What follows belongs to an exercise in optimizing a design on an open flow for small area, a short achievable clock period and few clock cycles per item; a production flow would make more cautious choices.
Function was checked by simulation only, so behaviour that the tests miss may differ from the original.

==> flow/design.v, too long to show whole: its modules and the start of the top module <==
// module julia_render: 2201 lines
module julia_render #(
    parameter int H_PIXELS = 64,
    parameter int V_PIXELS = 48,
    parameter int MAX_ITER = 255,
    parameter int FRAC     = 14
) (
    input  logic               clock,
    input  logic               reset,
    input  logic               valid,
    input  logic signed [17:0] c_real,
    input  logic signed [17:0] c_comp,
    input  logic signed [17:0] x,
    input  logic signed [17:0] y,
    input  logic signed [17:0] scale,
    output logic [18:0]        wr_addr,
    output logic [7:0]         wr_data,
    output logic               wr_en,
    input  logic               wr_ready,
    output logic               busy,
    output logic               done
);
  // ...
==> flow/flow/run.sh <==
#!/bin/bash
set -euo pipefail
bash standard.sh SETUP_SLACK_MARGIN=8 "BUFFER_PORTS_ARGS=-buffer_cell sky130_fd_sc_hd__buf_1" finish > standard_make.log 2>&1
==> flow/standard.sh <==
#!/bin/bash
# synth_recipe.tcl (not shown) runs the flow's synth.tcl, then flattens the netlist and writes it again
# the make line also repeats each setting of config.mk as NAME=value (left out here)
make -C /OpenROAD-flow-scripts/flow DESIGN_CONFIG=/design/flow/config.mk WORK_HOME=/design/flow/orfs CLKGATE_MAP_FILE= SYNTH_SCRIPT=/design/flow/synth_recipe.tcl "${@:-finish}"
==> flow/config.mk <==
export PLATFORM = sky130hd
export DESIGN_NAME = julia_render
export DESIGN_NICKNAME = julia_render
export VERILOG_FILES = /design/flow/design.v
export SDC_FILE = /design/flow/constraint.sdc
export NUM_CORES = 4
export LEC_CHECK = 0
export CAP_MARGIN = 20
export CORE_MARGIN = 2
export CORE_UTILIZATION = 60
export CTS_BUF_LIST = sky130_fd_sc_hd__clkbuf_4 sky130_fd_sc_hd__clkbuf_8
export SLEW_MARGIN = 20
==> flow/constraint.sdc <==
create_clock -name core_clock -period 12.0 [get_ports {clock}]
set_input_delay 2.4000 -clock core_clock [delete_from_list [all_inputs] [get_ports {clock}]]
set_output_delay 2.4000 -clock core_clock [all_outputs]
set_load 0.01 [all_outputs]
==> results.json, run 1 <==
{
  "met3_usage": 0.05048,
  "drive_gt1_frac": 0.1141,
  "signal_buffers": 221,
  "maxCapViolCount": 0,
  "path_cells": "buf_12 -> buf_4 -> nand2_2 -> inv_1 -> fa_2 -> inv_1 -> fa_2 -> fa_1 -> fa_2 -> fa_1 -> inv_1 -> fa_1 -> inv_1",
  "clk_latency_ps": 670,
  "multi_input_comb_cells": 2079,
  "cpMaxStageDelayCell": "fa_2",
  "routabilityCongestion": 0.8660,
  "cts_root_buffer": "clkbuf_8",
  "crit_path_start_kind": "flop",
  "die_x_um": 236.7,
  "hp-class": "flop to flop",
  "yosys.area_share.simple": 0.09738,
  "fin_util": 0.6808,
  "clockBufferDepth": 3,
  "start_util": 0.6048,
  "fill_cells": 4320,
  "route.met3.wl_um": 5992,
  "cp_top_family": "adder cells",
  "fin_crit_sh": 0.3303,
  "met2_length_um": 40420,
  "status": "no timing/DRC/antenna violations",
  "cts_setup_buffers": 33,
  "via_per_inst": 5.648,
  "finalWorstSetupSlack_ps": 8036,
  "synth_edf_count": 110,
  "met1_usage": 0.4189,
  "holdCritStartpoint": "a0_q[11]$_DFF_P_",
  "crit_end": "eb_q[9]$_DFF_P_",
  "sequential_cell_total": 430,
  "worstMarginPinSlew_ps": 1058,
  "multi_input_area_share": 0.5544
}
Testbench counts, summed over its fixed seeds: cycles 1,323,491, pixels 98,304.
==> inputs of run 2 (changes only) <==
--- a/flow/config.mk
+++ b/flow/config.mk
@@ -10,3 +10,4 @@
 export CORE_UTILIZATION = 60
 export CTS_BUF_LIST = sky130_fd_sc_hd__clkbuf_4 sky130_fd_sc_hd__clkbuf_8
+export CTS_CLUSTER_SIZE = 30
 export SLEW_MARGIN = 20
==> run 2 against run 1 <==
Compared with the run above:
- synthesized cell count is the same
- largest cell class unchanged
- sequential share of layout area unchanged
- final cell count did not move
- synthesized area stayed put
==> results.json, run 2 <==
{
  "synth_edf_count": 110,
  "cts_root_buffer": "clkbuf_8",
  "layout_commonest_cell": "inv_1",
  "start_util": 0.6048,
  "fin_hold_ws_ps": 320.4,
  "core_area_mm2": 0.05371,
  "max_freq_mhz": 252.3,
  "maxCapViolCount": 0,
  "setup_tns_ps": 0,
  "placedInstanceArea_mm2": 0.03349,
  "post-route-cell-area_mm2": 0.03656,
  "setup_violations": 0,
  "critPathMostFrequentCell": "inv_1",
  "cts_buffers": 74,
  "wire_per_inst_um": 21.03,
  "syn_area_mm2": 0.03248,
  "drive_gt1_frac": 0.1141,
  "die_area_mm2": 0.05601,
  "clock_sinks": 430,
  "timing.rr.start": "zr_q[15]$_DFF_P_",
  "path_clk_slew_ps": 60,
  "boundaryPins": 124,
  "drtIter0Drc": 1632,
  "hold_violations": 0,
  "crit_path_max_fanout": 4,
  "wirelength_um": 86550,
  "first_global_vias": 24022,
  "postCtsHoldBufs": 0,
  "path_cells": "buf_12 -> buf_4 -> nand2_2 -> inv_1 -> fa_2 -> inv_1 -> fa_2 -> fa_1 -> fa_2 -> fa_1 -> inv_1 -> fa_1 -> inv_1",
  "worstPathRequired_ps": 12550,
  "synthFlopType": "dfxtp_1",
  "slew_violations": 0,
  "synthToLayoutAreaGrowth_pct": 12.57,
  "clockBufferDepth": 3,
  "synth_area_leaders": "fa_1 23%, dfxtp_1 19%, ha_1 11%",
  "dr_total_vias": 23240,
  "die_h_um": 236.7,
  "dp_cells": 3909,
  "layout.nets": 4113,
  "holdCritStartpoint": "a0_q[11]$_DFF_P_",
  "grt_pass1_wl_um": 132300,
  "grt_util_all_layers": 0.3083,
  "hold_path_depth": 0,
  "firstDrtPassIters": 5,
  "die_x_um": 236.7,
  "grt.overflow.total": 0,
  "routabilityCongestion": 0.8660,
  "clk_latency_ps": 670,
  "yosysUniqueCellTypes": 74,
  "h-tree-depth": 3,
  "drc": 0,
  "fin_crit_sh": 0.3303,
  "r2r_cells": 13,
  "io_buffers": 116,
  "via_per_inst": 5.648,
  "reg2reg_to": "eb_q[9]$_DFF_P_",
  "grt_max_degree": 75,
  "worstMarginPinSlew_ps": 1058,
  "netlist_instances": 3220,
  "yosysWarnings": 1,
  "max_slew_margin": 0.2948,
  "hp-class": "flop to flop",
  "critPathMaxStageDelay_ps": 550,
  "rsz0062_at_grt": "true",
  "rrSetupSlack_ps": 8040,
  "final_cells": 4115,
  "crit_path_start_kind": "flop",
  "yosysMostFrequentCell": "inv_1",
  "synth.avg_cell_area_um2": 10.09,
  "synthArstFlopShare": 0.02326,
  "drtAntennaViolNets": 0,
  "arrival_ps": 4520,
  "status": "no timing/DRC/antenna violations",
  "hpwlAfterDp_um": 61190,
  "hold_path_end": "a1_q[11]$_DFF_P_",
  "critical_path_class": "flop to flop",
  "yosysSeqAreaShare": 0.3005,
  "final_cell_mix": "525 x inv_1, 359 x fa_1, 293 x dfxtp_1",
  "period_needed_ps": 3964,
  "synth_top_area_frac": 0.2324,
  "yosysTopAreaCell": "fa_1",
  "cpMaxStageDelayCell": "fa_2",
  "endpoint_kind": "flop",
  "row_count": 85,
  "ys_seq_elements": 430,
  "netlist_top_cells_count": "539 x inv_1, 377 x fa_1, 310 x dfxtp_1",
  "skew_ps": 44.94,
  "cts_tree": "built",
  "grt_antenna_before_repair": 3
}
[run 2: how the worst max path moves through the flow]
stage | from | end | slack, ps
after floorplan | wr_ready | gr_q[0]$_DFFE_PP_ | 7600
after global placement | wr_ready | gi_q[0]$_DFFE_PP_ | 6800
after detailed placement | wr_ready | gi_q[2]$_DFFE_PP_ | 6720
after CTS | zr_q[7]$_DFF_P_ | eb_q[11]$_DFF_P_ | 7990
after global routing | zr_q[1]$_DFF_P_ | ek_q[0]$_DFF_P_ | 7920
final | zr_q[15]$_DFF_P_ | eb_q[9]$_DFF_P_ | 8040
[run 2: cells by family after synthesis]
group / Yosys count / synth area share
other cells: 1 / 0.0001155
mux: 45 / 0.01537
compound gates: 463 / 0.09399
xor+xnor: 246 / 0.06633
simple gates: 654 / 0.09738
buf+inv: 719 / 0.08421
flops: 430 / 0.3005
fa+ha+maj: 662 / 0.3421
[run 2: repair_timing]
item | 4_1_cts | 5_1_grt
buffers inserted | 33 | 24
resized for setup | 110 | 89
pin swaps | 9 | 13
gates cloned | 4 | 7
setup endpoints to repair | 203 | 130
[run 2: cell type report]
class	count	area [µm²]
antenna	2	5.005
clock buffer	114	1456
clock inverter	22	237.7
fill	4320	17150
inverter	551	2171
multi-input combinational	2079	20270
sequential	430	9814
tap	696	870.8
timing repair buffer	221	1735
[run 2: stage by stage]
| stage | utilization | setup WS, ps |
|---|---|---|
| final | 0.6808 | 8036 |
| after global routing | 0.6808 | 7919 |
| after CTS | 0.6687 | 7985 |
| after detailed placement | 0.6236 | 6722 |
| after global placement | 0.6236 | 6800 |
| after floorplan | - | 7604 |
[run 2: per-layer routing]
layer | wire length [µm] | GRT usage
met3 | 5992 | 0.05048
met1 | 36880 | 0.4189
met4 | 3247 | 0.1135
met2 | 40420 | 0.5011
met5 | 16 | 0
[run 2: critical path: cells and delay by family, from the launching register on]
kind / cells / cell delay [ps]
adders and majority gates: 6 / 2910
buffers and inverters: 6 / 520
DFF: 1 / 350
and+or+nand+nor: 1 / 80

-- static timing again, ports no longer ideal --
The results above use ideal ports. As a check the final layouts listed here were re-extracted and re-timed, cells and wires unchanged. Step 1 assumes that a clkbuf_16 drives the clock port and a buf_2 every other input. Step 2 moves the port delays by t, midway between the first and last clock arrival at a register: inputs arrive t later, outputs are due t later. That takes back most of the time a late clock gives input paths. a / b / c = ideal ports / drivers / drivers and shift; a / b = the first two.
run	t (ns)	setup WS [ns]	worst hold slack (ns)	worst setup path at the end	slew at the worst register clock pin (ns)
run 1	0.713	8.036 / 8.036 / 7.421	0.320 / 0.320 / 0.320	input to register	0.07 / 0.07
run 2	0.713	8.036 / 8.036 / 7.421	0.320 / 0.320 / 0.320	input to register	0.07 / 0.07
After both steps setup and hold are still met in every run listed.
